This is an optimization exercise on Yosys and OpenROAD, whose aim is small area and a short achievable clock period, not a production implementation.
In this exercise RTL edits were held to simulation tests only and were not proved equivalent to the original.
Power figures rest on the tool's default switching activity, not on a simulated workload.

// ram_2port_bist
module ram_2port_bist #(
    parameter int DATA_W = 8,
    parameter int ADDR_W = 8,
    parameter int RD_LAT = 1
) (
    input  logic              clk,
    input  logic              rst_n,
    input  logic              start,
    input  logic [1:0]        mode,
    input  logic              err_inj,
    output logic              busy,
    output logic              done,
    output logic              pass,
    output logic [ADDR_W:0]   err_cnt,
    output logic [ADDR_W-1:0] first_err_addr,
    input  logic              wr_en,
    input  logic [ADDR_W-1:0] wr_addr,
    input  logic [DATA_W-1:0] wr_data,
    input  logic [ADDR_W-1:0] rd_addr,
    output logic [DATA_W-1:0] rd_data
);
==> flow/config.mk <==
export PLATFORM = sky130hd
export DESIGN_NAME = ram_2port_bist
export DESIGN_NICKNAME = ram_2port_bist
export VERILOG_FILES = /design/flow/design.v
export SDC_FILE = /design/flow/constraint.sdc
export NUM_CORES = 4
export LEC_CHECK = 0
export CAP_MARGIN = 20
export CORE_MARGIN = 2
export CORE_UTILIZATION = 40
export CTS_BUF_LIST = sky130_fd_sc_hd__clkbuf_8
export CTS_CLUSTER_DIAMETER = 50
export CTS_CLUSTER_SIZE = 12
export SETUP_SLACK_MARGIN = 3.6
export SLEW_MARGIN = 20
export SYNTH_HIERARCHICAL = 1
export SYNTH_MINIMUM_KEEP_SIZE = 0
==> flow/constraint.sdc <==
create_clock -name core_clock -period 6.5 [get_ports {clk}]
set_input_delay 1.3000 -clock core_clock [delete_from_list [all_inputs] [get_ports {clk}]]
set_output_delay 1.3000 -clock core_clock [all_outputs]
set_load 0.01 [all_outputs]
standard.sh (not shown) runs the stock make flow with config.mk's settings and CLKGATE_MAP_FILE= SYNTH_SCRIPT=/design/flow/synth_recipe.tcl, a recipe that flattens the netlist after the stock synthesis.
==> flow/flow/run.sh <==
#!/bin/bash
# The standard layout, except that the port buffers are made from a plain
# buffer cell (buf_4) rather than the cell buffer_ports picks on its own.
# make's full output goes to flow.log here; each ORFS step also keeps its
# own log under orfs/logs/.
set -euo pipefail
export BUFFER_PORTS_ARGS="-buffer_cell sky130_fd_sc_hd__buf_4"
bash standard.sh finish > flow.log 2>&1
Edit:
==> flow/run.sh (new file) <==
#!/bin/bash
# synth_recipe.tcl (not shown) runs the flow's synth.tcl, then flattens the netlist and writes it again
# the make line also repeats each setting of config.mk as NAME=value (left out here)
make -C /OpenROAD-flow-scripts/flow DESIGN_CONFIG=/design/flow/config.mk WORK_HOME=/design/flow/orfs CLKGATE_MAP_FILE= SYNTH_SCRIPT=/design/flow/synth_recipe.tcl finish
removed: flow/flow/run.sh
removed: flow/standard.sh
Result:
- critical path depth stays the same
- final cell count came out higher by 0.87%
- routed wire length came out higher by 2.5%
- non-clock buffer count came out higher by 47
- die area does not change
- register-to-register slack is better by 0.15 ns
- global-route usage stays flat
- hold slack is better by 0.020 ns
Edit:
--- a/flow/config.mk
+++ b/flow/config.mk
@@ -14 +14 @@
-export SETUP_SLACK_MARGIN = 3.6
+export SETUP_SLACK_MARGIN = 3.3
Outcome: The changed run passed the timing, DRC and antenna checks; synthesized cell count is unchanged; total power went down by about 5%; via count went down by 2.4%; clock power went down by 3.1%; clock-buffer cell count went down by 6.
Edit:
==> flow/flow/run.sh (new file) <==
#!/bin/bash
# The standard layout, except that the port buffers are made from a plain
# buffer cell (buf_4) rather than the cell buffer_ports picks on its own.
# make's full output goes to flow.log here; each ORFS step also keeps its
# own log under orfs/logs/.
set -euo pipefail
export BUFFER_PORTS_ARGS="-buffer_cell sky130_fd_sc_hd__buf_4"
bash standard.sh finish > flow.log 2>&1
==> flow/standard.sh (new file) <==
#!/bin/bash
# synth_recipe.tcl (not shown) runs the flow's synth.tcl, then flattens the netlist and writes it again
# the make line also repeats each setting of config.mk as NAME=value (left out here)
make -C /OpenROAD-flow-scripts/flow DESIGN_CONFIG=/design/flow/config.mk WORK_HOME=/design/flow/orfs CLKGATE_MAP_FILE= SYNTH_SCRIPT=/design/flow/synth_recipe.tcl "${@:-finish}"
removed: flow/run.sh
=> The new run ran to the end with no violations; via count shrinks by 0.44%; count of clock-buffer cells in the layout falls by 1; combinational power is lower by about 2%.

========
build 14:
ram_2port_bist, a different RTL version from the one above (not shown whole).
Size in the first run: ~0.079 mm2 of cells after synthesis.
==> flow/design.v (excerpt) <==
module ram_2port_bist #(
    parameter int DATA_W = 8,
    parameter int ADDR_W = 8,
    parameter int RD_LAT = 1
) (
    input  logic              clk,
    input  logic              rst_n,
    input  logic              start,
    input  logic [1:0]        mode,
    input  logic              err_inj,
    output logic              busy,
    output logic              done,
    output logic              pass,
    output logic [ADDR_W:0]   err_cnt,
    output logic [ADDR_W-1:0] first_err_addr,
    input  logic              wr_en,
    input  logic [ADDR_W-1:0] wr_addr,
    input  logic [DATA_W-1:0] wr_data,
    input  logic [ADDR_W-1:0] rd_addr,
    output logic [DATA_W-1:0] rd_data
);
    localparam int DEPTH = 2 ** ADDR_W;
    typedef enum logic [2:0] {
        S_IDLE,
        S_WRITE,
        S_READ,
        S_FLUSH,
        S_DONE
    } state_t;
    state_t              state;
    state_t              state_nxt;
    logic                busy_q;
    logic                busy_nxt;
    logic [7:0]          addr;
    logic [1:0]          mode_q;
    logic                inj_q;
    logic                accept;
  ...
Settings: LEC_CHECK=0, CAP_MARGIN=20, CORE_MARGIN=2, CORE_UTILIZATION=40, CTS_BUF_LIST=sky130_fd_sc_hd__clkbuf_8, CTS_CLUSTER_DIAMETER=50, CTS_CLUSTER_SIZE=12, SETUP_SLACK_MARGIN=3.6, SLEW_MARGIN=20, SYNTH_HIERARCHICAL=1, SYNTH_MINIMUM_KEEP_SIZE=0; clock period 6.5 ns.
==> flow/flow/run.sh <==
#!/bin/bash
# The standard layout, except that the port buffers are made from a plain
# buffer cell (buf_4) rather than the cell buffer_ports picks on its own,
# and timing repair may resize a cell to one of a different width (the
# platform otherwise keeps each cell's footprint when resizing).
# make's full output goes to flow.log here; each ORFS step also keeps its
# own log under orfs/logs/.
set -euo pipefail
export BUFFER_PORTS_ARGS="-buffer_cell sky130_fd_sc_hd__buf_4"
bash standard.sh MATCH_CELL_FOOTPRINT=0 finish > flow.log 2>&1
Build 14: full flow OK, the timing, DRC and antenna checks passed
### build 14 -> build 62
==> flow/flow/run.sh <==
#!/bin/bash
# The standard layout, except that the port buffers are made from a plain
# buffer cell (buf_4) rather than the cell buffer_ports picks on its own.
# make's full output goes to flow.log here; each ORFS step also keeps its
# own log under orfs/logs/.
set -euo pipefail
export BUFFER_PORTS_ARGS="-buffer_cell sky130_fd_sc_hd__buf_4"
bash standard.sh finish > flow.log 2>&1
Results
The final layout from build 62, which completed every stage, passed the timing, DRC and antenna checks at the end of the flow.
Status: wire length parity (build 62, build 14)
A highest layer used for signal routing of met5 is what build 14 shows, while met4 belongs to build 62.
Between build 62 and build 14, it is build 62 whose transition time at the pin with the least slew margin is lower, by 0.024 ns.
On total power, build 14 tracks build 62 almost exactly.
Build 14 → build 62: clock period minus final worst setup slack decreased 0.033 ns; global-route wire length before repair essentially unchanged.
[compare] base=build 14 new=build 62: per-cell routed wire length about even; sequential share of layout area fell 0.18 points.
### build 62 -> build 57
-- flow/config.mk --
<<< build 62, line 14
export SETUP_SLACK_MARGIN = 3.6
>>> build 57, line 14
export SETUP_SLACK_MARGIN = 3.8
Results
Worst-case hold slack: build 57 vs build 62 down 0.15 ns. Going from build 62 to build 57, the minimum clock period was found to have gone up by 0.16 ns. [compare] base=build 62 new=build 57: final cell utilization of the core grew by 0.19 points, final critical-path share of the clock period saw an increase, required time at the worst-slack endpoint held steady, register fraction of the total cell area fell by 0.29 points.
Changes in build 80 relative to build 57:
==> flow/flow/run.sh <==
#!/bin/bash
# The standard layout, except that the port buffers are made from a plain
# buffer cell (buf_4) rather than the cell buffer_ports picks on its own,
# and clock tree synthesis adds no dummy loads. make's full output goes to
# flow.log here; each ORFS step also keeps its own log under orfs/logs/.
set -euo pipefail
export BUFFER_PORTS_ARGS="-buffer_cell sky130_fd_sc_hd__buf_4"
export CTS_ARGS="-sink_clustering_enable -repair_clock_nets -sink_clustering_size 12 -sink_clustering_max_diameter 50 -buf_list sky130_fd_sc_hd__clkbuf_8 -dont_use_dummy_load"
bash standard.sh finish > flow.log 2>&1
-- flow/config.mk --
<<< build 57, line 14
export SETUP_SLACK_MARGIN = 3.8
>>> build 80, line 14
export SETUP_SLACK_MARGIN = 3.6
==> comparison <==
Going from build 57 to build 80, worst path setup slack after routing rose by 0.14 ns, count of filler cells inserted in the layout neither gained nor lost much, sum of met3 wire segment lengths after detailed routing higher, net count after synthesis now sits at about the same level, first-iteration DRC count went up 673. Build 80 reports a lower met2 usage in global routing than build 57 does. Build 80 vs build 57: fmax up. Footprint of the flip-flops and latches of build 57 is on par with build 80. Build 80 and build 57 ended up with nearly the same number of vias after detailed routing. Cmp build 80 vs build 57: share of the cycle needed by the critical path after routing lower in build 80. Comparing buffer count excluding the clock tree in the final layout for build 80 and build 57, the smaller number came from build 80.
Changes in build 98 relative to build 80:
-- flow/flow/run.sh --
<<< build 80, line 8
export CTS_ARGS="-sink_clustering_enable -repair_clock_nets -sink_clustering_size 12 -sink_clustering_max_diameter 50 -buf_list sky130_fd_sc_hd__clkbuf_8 -dont_use_dummy_load"
>>> build 98, line 8
export CTS_ARGS="-sink_clustering_enable -repair_clock_nets -sink_clustering_size 10 -sink_clustering_max_diameter 40 -buf_list {sky130_fd_sc_hd__clkbuf_4 sky130_fd_sc_hd__clkbuf_8} -dont_use_dummy_load"
==> summary.txt <==
All of build 80 and build 98 finish clean.
Going from build 80 to build 98, worst setup slack ~0 delta; total of clock buffers placed in the layout increased by 76 relative to the old numbers; final setup TNS comparable; core occupancy in the finished layout went up; buffering stage count on the worst path with inverters included grew by 1.
Non-clock buffer count for build 98: 11 up relative to build 80
Taking build 80 as the reference, in build 98 share of power burned in combinational logic shrank by 1.3 points, number of multi-input logic gates held steady.
The inputs of build 71 differ from those of build 98 as listed below.
==> flow/flow/run.sh <==
#!/bin/bash
# The standard layout, except that the port buffers are made from a plain
# buffer cell (buf_4) rather than the cell buffer_ports picks on its own.
# make's full output goes to flow.log here; each ORFS step also keeps its
# own log under orfs/logs/.
set -euo pipefail
export BUFFER_PORTS_ARGS="-buffer_cell sky130_fd_sc_hd__buf_4"
bash standard.sh finish > flow.log 2>&1
-- flow/config.mk --
<<< build 98, line 11
export CTS_BUF_LIST = sky130_fd_sc_hd__clkbuf_8
export CTS_CLUSTER_DIAMETER = 50
export CTS_CLUSTER_SIZE = 12
>>> build 71, line 11
export CTS_BUF_LIST = sky130_fd_sc_hd__clkbuf_16
export CTS_CLUSTER_DIAMETER = 60
export CTS_CLUSTER_SIZE = 24
Findings:
Diff build 98 -> build 71: worst ir drop on vdd picked up an extra 3.4%; design area now larger; power shows an increase of 2.0%.

========
## run A
Another version of the RTL of ram_2port_bist (not shown whole).
For scale: ~5000 cells after synthesis, roughly 2200 flip-flops.
export LEC_CHECK = 0
export CAP_MARGIN = 20
export CORE_MARGIN = 2
export CORE_UTILIZATION = 40
export CTS_BUF_LIST = sky130_fd_sc_hd__clkbuf_8
export CTS_CLUSTER_DIAMETER = 50
export CTS_CLUSTER_SIZE = 12
export SETUP_SLACK_MARGIN = 3.6
export SLEW_MARGIN = 20
export SYNTH_HIERARCHICAL = 1
export SYNTH_MINIMUM_KEEP_SIZE = 0
export TNS_END_PERCENT = 20
create_clock -name core_clock -period 6.5 [get_ports {clk}]
==> flow/flow/run.sh <==
#!/bin/bash
# The standard layout, except that the port buffers are made from a plain
# buffer cell (buf_4) rather than the cell buffer_ports picks on its own,
# and clock tree synthesis adds no dummy loads. make's full output goes to
# flow.log here; each ORFS step also keeps its own log under orfs/logs/.
set -euo pipefail
export BUFFER_PORTS_ARGS="-buffer_cell sky130_fd_sc_hd__buf_4"
export CTS_ARGS="-sink_clustering_enable -repair_clock_nets -sink_clustering_size 12 -sink_clustering_max_diameter 50 -buf_list sky130_fd_sc_hd__clkbuf_8 -dont_use_dummy_load"
bash standard.sh finish > flow.log 2>&1
Run A: all stages complete, timing, DRC and antenna checks passed
Here is what was changed in the inputs of run B compared with run A.
Settings: clearing TNS_END_PERCENT, which used to be 20; swapping 3.6 for 3.4 in SETUP_SLACK_MARGIN.
==> comparison <==
Run B does better than run A on wire length.
Run A -> run B: count of cells resized by post-cts repair decreased by more than a quarter
Relative to run A, the final instance area measured on run B has decreased by a few percent.
Run comparison: run B capturing element of the worst setup path q[7]; run A capturing element of the worst setup path q[5]
Comparing run A and run B, fraction of the core area covered by cells at the end of the flow is higher on run A.
Changes in run C relative to run B:
Settings: changing SETUP_SLACK_MARGIN from 3.4 to 3.6.
==> flow/flow/run.sh <==
#!/bin/bash
# The standard layout, except that the port buffers are made from a plain
# buffer cell (buf_4) rather than the cell buffer_ports picks on its own.
# make's full output goes to flow.log here; each ORFS step also keeps its
# own log under orfs/logs/.
set -euo pipefail
export BUFFER_PORTS_ARGS="-buffer_cell sky130_fd_sc_hd__buf_4"
bash standard.sh finish > flow.log 2>&1
[summary]
Delta (run C minus run B): sequential cell fraction of total power fell 2.3 points; routed wire length rose 2.9%. Delta(hold slack, run C - run B) < 0. Run C vs. run B: portion of total power attributed to combinational logic went up by 1.5 points. Diff run C and run B: multi-input logic cell count lower in run B. The higher length of routed met3 wiring of run C and run B is in run C. Looking at fraction of power spent switching nets across run C and run B, the one that comes out higher is run C. In run C, setup slack of the critical path after layout is higher than in run B. Number of global-route vias before repair, run C vs run B: up slightly. Post-CTS resize count came out higher on run C than on run B. Compared with run B, run C shows critical path depth higher by 2.

========
Starting RTL as in the previous note.
==> flow/config.mk <==
export PLATFORM = sky130hd
export DESIGN_NAME = ram_2port_bist
export DESIGN_NICKNAME = ram_2port_bist
export VERILOG_FILES = /design/flow/design.v
export SDC_FILE = /design/flow/constraint.sdc
export NUM_CORES = 4
export LEC_CHECK = 0
export CAP_MARGIN = 20
export CORE_MARGIN = 2
export CORE_UTILIZATION = 40
export CTS_BUF_LIST = sky130_fd_sc_hd__clkbuf_8
export CTS_CLUSTER_DIAMETER = 50
export CTS_CLUSTER_SIZE = 12
export PLACE_DENSITY = 0.7
export SETUP_SLACK_MARGIN = 3.6
export SLEW_MARGIN = 20
export SYNTH_HIERARCHICAL = 1
export SYNTH_MINIMUM_KEEP_SIZE = 0
==> flow/constraint.sdc <==
create_clock -name core_clock -period 6.5 [get_ports {clk}]
set_input_delay 1.3000 -clock core_clock [delete_from_list [all_inputs] [get_ports {clk}]]
set_output_delay 1.3000 -clock core_clock [all_outputs]
set_load 0.01 [all_outputs]
==> flow/flow/run.sh <==
#!/bin/bash
# The standard layout, except that the port buffers are made from a plain
# buffer cell (buf_4) rather than the cell buffer_ports picks on its own,
# and clock tree synthesis adds no dummy loads. make's full output goes to
# flow.log here; each ORFS step also keeps its own log under orfs/logs/.
set -euo pipefail
export BUFFER_PORTS_ARGS="-buffer_cell sky130_fd_sc_hd__buf_4"
export CTS_ARGS="-sink_clustering_enable -repair_clock_nets -sink_clustering_size 12 -sink_clustering_max_diameter 50 -buf_list sky130_fd_sc_hd__clkbuf_8 -dont_use_dummy_load"
bash standard.sh finish > flow.log 2>&1
Change:
- CORE_UTILIZATION: 40 -> 50
- PLACE_DENSITY: 0.7 -> default
Outcome: Power came out lower slightly; synthesized area does not change; routed wire length rose by a few percent; setup slack got worse by 18 ps; non-clock buffer count is lower by 21; hold slack improved by 79 ps; sequential power is about the same; via count is lower by a few percent; synthesized cell count does not change; final area went down by a few percent.
Change:
- CORE_UTILIZATION: 50 -> 40
- SETUP_SLACK_MARGIN: 3.6 -> 3.8
Area after synthesis stays the same.
Sequential power hardly moves.
Utilization goes down by 9.8 points.
Change:
- SETUP_SLACK_MARGIN: 3.8 -> 3.6
First-iteration DRC count grows by a few percent.
Synthesized area stays the same.
Setup slack loses 41 ps.
Total power decreases slightly.
Clock power barely changes.
Routed wire length shrinks by a few percent.
Die area does not change.
Maximum frequency is lower slightly.
Core utilization drops by 1.1 points.

static timing again, ports no longer ideal:
How much do the figures lean on ideal ports? The routed layouts below were timed once more, with nothing changed but the port constraints. Step 1 assumes that a clkbuf_16 drives the clock port and a buf_2 every other input. Step 2 times the ports against the registers' clock, not the clock port: input delays grow and output delays shrink by t, the midpoint of the rising clock arrivals with the driver on. Three values: ideal ports, drivers, drivers and shift; two values: the first two.
run | shift t [ns] | setup WS [ns] | worst hold slack (ns) | cell pins on the clock port's net
the first run of note 1 | 1.035 | 3.181 / 3.100 / 2.065 | 0.246 / 0.189 / 0.486 | 1
the second run of note 1 | 1.044 | 3.390 / 3.305 / 2.260 | 0.266 / 0.212 / 0.493 | 1
the third run of note 1 | 1.039 | 3.139 / 3.123 / 2.084 | 0.182 / 0.128 / 0.496 | 1
the fourth run of note 1 | 1.056 | 3.188 / 3.203 / 2.147 | 0.128 / 0.074 / 0.468 | 1
build 14 | 1.062 | 3.338 / 3.375 / 2.322 | 0.467 / 0.417 / 0.490 | 1
build 62 | 1.059 | 3.371 / 3.380 / 2.357 | 0.464 / 0.413 / 0.489 | 1
build 57 | 1.058 | 3.208 / 3.208 / 2.249 | 0.312 / 0.253 / 0.481 | 1
build 80 | 1.050 | 3.344 / 3.386 / 2.353 | 0.468 / 0.411 / 0.493 | 1
build 98 | 1.095 | 3.343 / 3.343 / 2.328 | 0.405 / 0.348 / 0.486 | 1
build 71 | 0.881 | 3.335 / 3.372 / 2.490 | 0.498 / 0.498 / 0.498 | 1
run A | 1.026 | 3.411 / 3.428 / 2.428 | 0.333 / 0.278 / 0.475 | 1
run B | 1.015 | 3.172 / 3.208 / 2.193 | 0.350 / 0.296 / 0.473 | 1
run C | 1.052 | 3.424 / 3.465 / 2.413 | 0.338 / 0.285 / 0.479 | 1
the first run of note 4 | 0.968 | 3.444 / 3.491 / 2.523 | 0.387 / 0.332 / 0.473 | 1
the second run of note 4 | 0.974 | 3.426 / 3.479 / 2.505 | 0.466 / 0.414 / 0.473 | 1
the third run of note 4 | 1.039 | 3.524 / 3.563 / 2.543 | 0.193 / 0.134 / 0.472 | 1
the fourth run of note 4 | 1.014 | 3.484 / 3.512 / 2.509 | 0.341 / 0.290 / 0.475 | 1
After both steps setup and hold are still met in every run listed. The setup slack of the second run of note 1, which loses most, moves by -0.085 ns with the drivers and by -1.130 ns with both steps.
